This is an optimization exercise on Yosys and OpenROAD, whose aim is small area, not a production implementation. Only simulation tests tie the RTL to the original design; equivalence was not proved. No activity file was given, so power comes from the tool's default toggle rates.

the previous run:
## ndma_obi_mem_sub
module ndma_obi_mem_sub #(
    parameter logic [31:0] BASE_ADDR   = 32'h0000_0000,
    parameter int unsigned DEPTH       = 64,
    parameter int unsigned GNT_WAIT    = 0,
    parameter int unsigned RVALID_WAIT = 0,
    parameter int unsigned MAX_OUTST   = 2
) (
    input  logic             clk_i,
    input  logic             rst_i,
    input  logic             obi_req_i,
    output logic             obi_gnt_o,
    input  logic [31:0]      obi_addr_i,
    input  logic             obi_we_i,
    input  logic [3:0]       obi_be_i,
    input  logic [31:0]      obi_wdata_i,
    input  logic [ndma_pkg::AID_W-1:0] obi_aid_i,
    output logic             obi_rvalid_o,
    output logic [31:0]      obi_rdata_o,
    output logic [ndma_pkg::AID_W-1:0] obi_rid_o,
    output logic             obi_err_o,
    input  logic             stall_i
);
clock: 5.0 ns
lec_check: 0
cap_margin: 10
core_margin: 2
core_utilization: 60
cts_buf_list: sky130_fd_sc_hd__clkbuf_8
cts_cluster_diameter: 100
cts_cluster_size: 18
gpl_timing_driven: 0
place_density: 0.7
slew_margin: 10
synth_hierarchical: 1
buffer_ports_args: -buffer_cell sky130_fd_sc_hd__buf_1
cts_args: -sink_clustering_enable -repair_clock_nets -dont_use_dummy_load -buf_list sky130_fd_sc_hd__clkbuf_8 -sink_clustering_size 18 -sink_clustering_max_diameter 100
standard.sh (not shown) runs the stock make flow with config.mk's settings and CLKGATE_MAP_FILE= SYNTH_SCRIPT=/design/flow/synth_recipe.tcl, a recipe that flattens the netlist after the stock synthesis.
==> flow/flow/run.sh <==
#!/bin/bash
# Standard ORFS layout (the standard.sh, standard synthesis unchanged) with
# two layout settings added to the config:
#   - port buffers are buf_1 instead of the default delay-cell buffer,
#   - clock tree synthesis without dummy loads.
# Each tool's output stays in the ORFS logs under orfs/logs; make's output goes
# to standard.log.
set -euo pipefail
cat >> config.mk <<'EOF'
export BUFFER_PORTS_ARGS = -buffer_cell sky130_fd_sc_hd__buf_1
export CTS_ARGS = -sink_clustering_enable -repair_clock_nets -dont_use_dummy_load -buf_list sky130_fd_sc_hd__clkbuf_8 -sink_clustering_size 18 -sink_clustering_max_diameter 100
EOF
bash standard.sh > standard.log 2>&1
Having completed the whole flow, the previous run delivered a layout that passed the timing, DRC and antenna checks.
For the current run, these inputs were changed with respect to the previous run:
# the previous run
export LEC_CHECK = 0
export CAP_MARGIN = 10
export CORE_MARGIN = 2
export CORE_UTILIZATION = 60
export CTS_BUF_LIST = sky130_fd_sc_hd__clkbuf_8
export CTS_CLUSTER_DIAMETER = 100
export CTS_CLUSTER_SIZE = 18
export GPL_TIMING_DRIVEN = 0
export PLACE_DENSITY = 0.7
export SLEW_MARGIN = 10
export SYNTH_HIERARCHICAL = 1
export BUFFER_PORTS_ARGS = -buffer_cell sky130_fd_sc_hd__buf_1
export CTS_ARGS = -sink_clustering_enable -repair_clock_nets -dont_use_dummy_load -buf_list sky130_fd_sc_hd__clkbuf_8 -sink_clustering_size 18 -sink_clustering_max_diameter 100
create_clock -name core_clock -period 5.0 [get_ports {clk_i}]
# the current run
export LEC_CHECK = 0
export CAP_MARGIN = 10
export CORE_MARGIN = 2
export CORE_UTILIZATION = 65
export CTS_BUF_LIST = sky130_fd_sc_hd__clkbuf_8
export CTS_CLUSTER_DIAMETER = 100
export CTS_CLUSTER_SIZE = 18
export GPL_TIMING_DRIVEN = 0
export PLACE_DENSITY = 0.75
export SLEW_MARGIN = 10
export SYNTH_HIERARCHICAL = 1
export BUFFER_PORTS_ARGS = -buffer_cell sky130_fd_sc_hd__buf_1
export CTS_ARGS = -sink_clustering_enable -repair_clock_nets -dont_use_dummy_load -buf_list sky130_fd_sc_hd__clkbuf_8 -sink_clustering_size 18 -sink_clustering_max_diameter 100
create_clock -name core_clock -period 5.0 [get_ports {clk_i}]
## What came out
- The current run: no failed stages, no open violations at the end
- Number of clock buffers in the layout essentially unchanged between the current run and the previous run.
- [diff] wire length of the first global-routing pass, the current run relative to the previous run: improvement
- On clock power share, the previous run and the current run are basically level.
- Well-tap cell count, the current run vs the previous run: down by a little under 10%
- In the flow results for the previous run and the current run, the total inserted antenna cells is larger on the previous run.
- Run comparison: the previous run worst setup path endpoint obi_rdata_o[4]; the current run worst setup path endpoint obi_rdata_o[22]
- The current run has routed metal-1 wirelength below what the previous run had.
- A cell at the slowest stage of the critical path of dfxtp_4 is what the previous run shows, while a222oi_1 belongs to the current run.
- Looking at the previous run and the current run, the power is a wash.
- The current run improves on the previous run in worst setup timing slack at the placement stage.
- Utilization is lower on the previous run
- The hold slack of the current run and that of the previous run are within noise of each other.
- Die area | the current run < the previous run


north:
Another version of the RTL of ndma_obi_mem_sub (not shown whole).
Size in the first run: ~2100 flip-flops, ~0.074 mm2 of cells after synthesis.
==> flow/config.mk <==
export PLATFORM = sky130hd
export DESIGN_NAME = ndma_obi_mem_sub
export DESIGN_NICKNAME = ndma_obi_mem_sub
export VERILOG_FILES = /design/flow/design.v
export SDC_FILE = /design/flow/constraint.sdc
export NUM_CORES = 4
export LEC_CHECK = 0
export CAP_MARGIN = 10
export CORE_MARGIN = 2
export CORE_UTILIZATION = 60
export CTS_BUF_LIST = sky130_fd_sc_hd__clkbuf_8
export CTS_CLUSTER_DIAMETER = 100
export CTS_CLUSTER_SIZE = 18
export GPL_TIMING_DRIVEN = 0
export PLACE_DENSITY = 0.7
export SLEW_MARGIN = 10
export SYNTH_HIERARCHICAL = 1
export BUFFER_PORTS_ARGS = -buffer_cell sky130_fd_sc_hd__buf_1
export CTS_ARGS = -sink_clustering_enable -repair_clock_nets -dont_use_dummy_load -buf_list sky130_fd_sc_hd__clkbuf_8 -sink_clustering_size 18 -sink_clustering_max_diameter 100
==> flow/constraint.sdc <==
create_clock -name core_clock -period 5.0 [get_ports {clk_i}]
set_input_delay 1.0000 -clock core_clock [delete_from_list [all_inputs] [get_ports {clk_i}]]
set_output_delay 1.0000 -clock core_clock [all_outputs]
set_load 0.01 [all_outputs]
Scripts as last shown in full above: flow/flow/run.sh
The following lists how south was set up differently from north:
Settings: CTS_CLUSTER_SIZE: 18 -> 16; CTS_ARGS: -sink_clustering_enable -repair_clock_nets -dont_use_dummy_load -buf_list sky130_fd_sc_hd__clkbuf_8 -sink_clustering_size 18 -sink_clustering_max_diameter 100 -> -sink_clustering_enable -repair_clock_nets -dont_use_dummy_load -buf_list sky130_fd_sc_hd__clkbuf_8 -sink_clustering_size 16 -sink_clustering_max_diameter 100.
--- a/flow/flow/run.sh
+++ b/flow/flow/run.sh
@@ -9,5 +9,5 @@
 cat >> config.mk <<'EOF'
 export BUFFER_PORTS_ARGS = -buffer_cell sky130_fd_sc_hd__buf_1
-export CTS_ARGS = -sink_clustering_enable -repair_clock_nets -dont_use_dummy_load -buf_list sky130_fd_sc_hd__clkbuf_8 -sink_clustering_size 18 -sink_clustering_max_diameter 100
+export CTS_ARGS = -sink_clustering_enable -repair_clock_nets -dont_use_dummy_load -buf_list sky130_fd_sc_hd__clkbuf_8 -sink_clustering_size 16 -sink_clustering_max_diameter 100
 EOF
 bash standard.sh > standard.log 2>&1
==> comparison <==
Any difference in final area between south and north is small enough to ignore.
Reported for south and north, remaining number of nets flagged by the antenna check after routing turned out identical to the last digit.
north and south ended up with roughly the same cell count.
south vs. north: routed length on met1 climbed about 1.6%; maximum achievable frequency climbed about 0.8%; number of buffers inserted during clock tree synthesis climbed 15.
Looking at routed wire length on met3 across south and north, the one that comes out lower is south.


## run A
Another version of the RTL of ndma_obi_mem_sub (not shown whole).
Size: roughly 3600 cells after synthesis, about 120 I/O pins.
Design ndma_obi_mem_sub, start of the top module:
module ndma_obi_mem_sub #(
    parameter logic [31:0] BASE_ADDR   = 32'h0000_0000,
    parameter int unsigned DEPTH       = 64,
    parameter int unsigned GNT_WAIT    = 0,
    parameter int unsigned RVALID_WAIT = 0,
    parameter int unsigned MAX_OUTST   = 2
) (
    input  logic             clk_i,
    input  logic             rst_i,
    input  logic             obi_req_i,
    output logic             obi_gnt_o,
    input  logic [31:0]      obi_addr_i,
    input  logic             obi_we_i,
    input  logic [3:0]       obi_be_i,
    input  logic [31:0]      obi_wdata_i,
    input  logic [ndma_pkg::AID_W-1:0] obi_aid_i,
    output logic             obi_rvalid_o,
    output logic [31:0]      obi_rdata_o,
    output logic [ndma_pkg::AID_W-1:0] obi_rid_o,
    output logic             obi_err_o,
    input  logic             stall_i
);
    localparam int unsigned AW = $clog2(DEPTH);
    logic [32:0]   diff;
    logic [31:0]   off;
    logic [AW-1:0] idx;
    logic          err_a, unused_off;
    always_comb begin
        diff       = {1'b0, obi_addr_i} - {1'b0, BASE_ADDR};
        off        = diff[31:0];
        idx        = off[AW+1:2];
        unused_off = ^off[1:0];
        err_a      = (|obi_addr_i[1:0]) | diff[32] | (off >= 32'(4 * DEPTH));
    end
    if (GNT_WAIT == 0 && RVALID_WAIT == 0 && MAX_OUTST >= 1) begin : g_direct
        logic          gnt, wen;
        logic          rv_q, err_q, rok_q;
        logic [ndma_pkg::AID_W-1:0] rid_q;
        logic [31:0]   rd, rdata_q;
        logic [31:0]   wd;
        logic [31:0]   mem_q [DEPTH];
        logic [DEPTH-1:0] rsel;
  ...
export LEC_CHECK = 0
export CAP_MARGIN = 0
export CORE_MARGIN = 2
export CORE_UTILIZATION = 60
export CTS_BUF_LIST = sky130_fd_sc_hd__clkbuf_8
export CTS_CLUSTER_DIAMETER = 100
export CTS_CLUSTER_SIZE = 16
export GPL_TIMING_DRIVEN = 0
export PLACE_DENSITY = 0.7
export SLEW_MARGIN = 0
export SYNTH_HIERARCHICAL = 1
export BUFFER_PORTS_ARGS = -buffer_cell sky130_fd_sc_hd__buf_1
export CTS_ARGS = -sink_clustering_enable -repair_clock_nets -dont_use_dummy_load -buf_list sky130_fd_sc_hd__clkbuf_8 -sink_clustering_size 16 -sink_clustering_max_diameter 100
export RECOVER_POWER = 100
create_clock -name core_clock -period 5.0 [get_ports {clk_i}]
==> flow/flow/run.sh <==
#!/bin/bash
# Standard ORFS layout (the standard.sh, standard synthesis unchanged) with
# three layout settings added to the config:
#   - port buffers are buf_1 instead of the default delay-cell buffer,
#   - clock tree synthesis without dummy loads,
#   - power recovery (downsizing of cells with positive slack) after global routing.
set -euo pipefail
cat >> config.mk <<'EOF'
export BUFFER_PORTS_ARGS = -buffer_cell sky130_fd_sc_hd__buf_1
export CTS_ARGS = -sink_clustering_enable -repair_clock_nets -dont_use_dummy_load -buf_list sky130_fd_sc_hd__clkbuf_8 -sink_clustering_size 16 -sink_clustering_max_diameter 100
export RECOVER_POWER = 100
EOF
bash standard.sh > standard.log 2>&1
Run A ran in full, but the layout does not pass; the checks complain about capacitance limit, slew limit.
Relative to run A, the following input files were edited for run B:
Settings: changing CAP_MARGIN from 0 to 10; removing CTS_ARGS (formerly -sink_clustering_enable -repair_clock_nets -dont_use_dummy_load -buf_list sky130_fd_sc_hd__clkbuf_8 -sink_clustering_size 16 -sink_clustering_max_diameter 100); removing RECOVER_POWER (formerly 100); removing BUFFER_PORTS_ARGS (formerly -buffer_cell sky130_fd_sc_hd__buf_1); changing SLEW_MARGIN from 0 to 10.
==> flow/run.sh (new file) <==
#!/bin/bash
# synth_recipe.tcl (not shown) runs the flow's synth.tcl, then flattens the netlist and writes it again
# the make line also repeats each setting of config.mk as NAME=value (left out here)
make -C /OpenROAD-flow-scripts/flow DESIGN_CONFIG=/design/flow/config.mk WORK_HOME=/design/flow/orfs CLKGATE_MAP_FILE= SYNTH_SCRIPT=/design/flow/synth_recipe.tcl finish
removed: flow/flow/run.sh
removed: flow/standard.sh
==> run summary <==
Run B was carried through to the last stage, and its layout satisfied the timing, DRC and antenna checks. Relative to run A, hold slack has gone up in run B. Minimum period implied by the final worst setup slack: run B > run A. Against run A, run B comes in 6 higher on critical path depth. Sort run B and run A by largest driver fanout on the critical path, descending, and run A comes first.
## Diff of input files: run C against run B
Settings: BUFFER_PORTS_ARGS: unset -> -buffer_cell sky130_fd_sc_hd__buf_1; CTS_ARGS: unset -> -sink_clustering_enable -repair_clock_nets -dont_use_dummy_load -buf_list sky130_fd_sc_hd__clkbuf_8 -sink_clustering_size 16 -sink_clustering_max_diameter 100.
==> flow/flow/run.sh (new file) <==
#!/bin/bash
# Standard ORFS layout (the standard.sh, standard synthesis unchanged) with
# two layout settings added to the config:
#   - port buffers are buf_1 instead of the default delay-cell buffer,
#   - clock tree synthesis without dummy loads.
# Each tool's output stays in the ORFS logs under orfs/logs; make's output goes
# to standard.log.
set -euo pipefail
cat >> config.mk <<'EOF'
export BUFFER_PORTS_ARGS = -buffer_cell sky130_fd_sc_hd__buf_1
export CTS_ARGS = -sink_clustering_enable -repair_clock_nets -dont_use_dummy_load -buf_list sky130_fd_sc_hd__clkbuf_8 -sink_clustering_size 16 -sink_clustering_max_diameter 100
EOF
bash standard.sh > standard.log 2>&1
==> flow/standard.sh (new file) <==
#!/bin/bash
# synth_recipe.tcl (not shown) runs the flow's synth.tcl, then flattens the netlist and writes it again
# the make line also repeats each setting of config.mk as NAME=value (left out here)
make -C /OpenROAD-flow-scripts/flow DESIGN_CONFIG=/design/flow/config.mk WORK_HOME=/design/flow/orfs CLKGATE_MAP_FILE= SYNTH_SCRIPT=/design/flow/synth_recipe.tcl "${@:-finish}"
removed: flow/run.sh
Of run C and run B, it is run C that has the lower placed wire-length estimate after detailed placement.
Re worst ir drop on vdd: run B was lower than run C.
Cmp run C and run B / synthesis-to-finish area growth / higher: run B
Compared with run B, run C shows a hold path depth that is 2 lower.
### run C -> run D
Settings: swapping 10 for 0 in SLEW_MARGIN; clearing BUFFER_PORTS_ARGS, which used to be -buffer_cell sky130_fd_sc_hd__buf_1; swapping 10 for 0 in CAP_MARGIN; clearing CTS_ARGS, which used to be -sink_clustering_enable -repair_clock_nets -dont_use_dummy_load -buf_list sky130_fd_sc_hd__clkbuf_8 -sink_clustering_size 16 -sink_clustering_max_diameter 100; clearing GPL_TIMING_DRIVEN, which used to be 0.
==> flow/run.sh (new file) <==
#!/bin/bash
# synth_recipe.tcl (not shown) runs the flow's synth.tcl, then flattens the netlist and writes it again
# the make line also repeats each setting of config.mk as NAME=value (left out here)
make -C /OpenROAD-flow-scripts/flow DESIGN_CONFIG=/design/flow/config.mk WORK_HOME=/design/flow/orfs CLKGATE_MAP_FILE= SYNTH_SCRIPT=/design/flow/synth_recipe.tcl finish
removed: flow/flow/run.sh
removed: flow/standard.sh
- | sequential share of layout area | run D vs run C | 0.84 points lower |
- Run comparison: run D worst setup path endpoint g_direct.rdata_q[3]; run C worst setup path endpoint g_direct.rdata_q[25]
- Compared with run C, in run D routed wire length +5.3 mm; longest individual stage delay on the worst path -140 ps.
- Summary: with run C as the reference, power density over the cells in run D moved up slightly.
- Run D gives less routed wire length on met3 than run C did.
- Run D vs run C: area of combinational cells with multiple inputs down by a few percent
- Per the comparison of run D with run C, all-layer global routing usage rose 0.63 points, non-clock buffer instance count of the final layout saw an increase.


Another version of the RTL of ndma_obi_mem_sub (not shown whole).
For scale: ~3,900 cells after synthesis, ~2,100 flip-flops, about 0.074 mm² of cells after synthesis.
export LEC_CHECK = 0
export CAP_MARGIN = 10
export CORE_MARGIN = 2
export CORE_UTILIZATION = 65
export CTS_BUF_LIST = sky130_fd_sc_hd__clkbuf_8
export CTS_CLUSTER_DIAMETER = 100
export CTS_CLUSTER_SIZE = 18
export GPL_TIMING_DRIVEN = 0
export PLACE_DENSITY = 0.75
export SLEW_MARGIN = 10
export SYNTH_HIERARCHICAL = 1
export BUFFER_PORTS_ARGS = -buffer_cell sky130_fd_sc_hd__buf_1
export CTS_ARGS = -sink_clustering_enable -repair_clock_nets -dont_use_dummy_load -buf_list sky130_fd_sc_hd__clkbuf_8 -sink_clustering_size 18 -sink_clustering_max_diameter 100
create_clock -name core_clock -period 5.0 [get_ports {clk_i}]
==> flow/flow/run.sh <==
#!/bin/bash
# Standard ORFS layout (the standard.sh, standard synthesis unchanged) with
# two layout settings added to the config:
#   - port buffers are buf_1 instead of the default delay-cell buffer,
#   - clock tree synthesis without dummy loads.
# Each tool's output stays in the ORFS logs under orfs/logs; make's output goes
# to standard.log.
set -euo pipefail
cat >> config.mk <<'EOF'
export BUFFER_PORTS_ARGS = -buffer_cell sky130_fd_sc_hd__buf_1
export CTS_ARGS = -sink_clustering_enable -repair_clock_nets -dont_use_dummy_load -buf_list sky130_fd_sc_hd__clkbuf_8 -sink_clustering_size 18 -sink_clustering_max_diameter 100
EOF
bash standard.sh > standard.log 2>&1
The starting point passed the timing, DRC and antenna checks.
==> next run, changes <==
CORE_UTILIZATION = 60   (was 65)
PLACE_DENSITY = 0.7   (was 0.75)
Hold slack degrades by 21 ps.
Global-route usage drops by 2.3 points.
Synthesized area is unchanged.
Core utilization drops by 5.1 points.
Critical path depth stays the same.
Setup slack improves by 75 ps.

[afterwards: timing with drivers on the ports]
How much do the figures lean on ideal ports? The routed layouts below were timed once more, with nothing changed but the port constraints. Step 1, drivers: a clkbuf_16 drives clk_i and a buf_2 each remaining input, both assumed. Step 2 adds t to the input delays and takes it off the output delays; t is the mean of the earliest and latest rising clock arrival at the registers after step 1. Input paths then give back, and output paths get back, about the clock's delay inside the block. Slacks: no drivers / after step 1 / after step 2; pairs: no drivers / after step 1.
| run | shift t [ns] | setup slack, ns | hold WS [ns] | latest minus earliest clock arrival (ns) |
|---|---|---|---|---|
| the previous run | 0.927 | 0.363 / 0.294 / -0.345 | 0.325 / 0.282 / 1.209 | 0.050 / 0.050 |
| the current run | 0.932 | 0.183 / 0.109 / -0.255 | 0.327 / 0.278 / 1.210 | 0.059 / 0.059 |
| north | 0.938 | 0.192 / 0.119 / -0.287 | 0.320 / 0.271 / 1.209 | 0.092 / 0.092 |
| south | 0.964 | 0.228 / 0.155 / -0.438 | 0.295 / 0.246 / 1.209 | 0.080 / 0.081 |
| run A | 0.945 | 0.218 / 0.152 / -0.793 | 0.309 / 0.258 / 0.570 | 0.092 / 0.092 |
| run B | 0.928 | 0.150 / 0.186 / -0.742 | 0.576 / 0.576 / 0.576 | 0.045 / 0.045 |
| run C | 0.956 | 0.477 / 0.408 / -0.548 | 0.294 / 0.241 / 0.566 | 0.069 / 0.070 |
| run D | 0.960 | 1.002 / 1.059 / 0.099 | 0.573 / 0.573 / 0.573 | 0.047 / 0.046 |
| the first run of note 4 | 0.931 | 0.084 / 0.012 / -0.097 | 0.326 / 0.277 / 1.208 | 0.056 / 0.056 |
| the second run of note 4 | 0.954 | 0.159 / 0.083 / 0.062 | 0.306 / 0.258 / 1.211 | 0.059 / 0.059 |
The setup slack of run C, which loses most, moves by -0.069 ns with the drivers and by -1.025 ns with both steps.
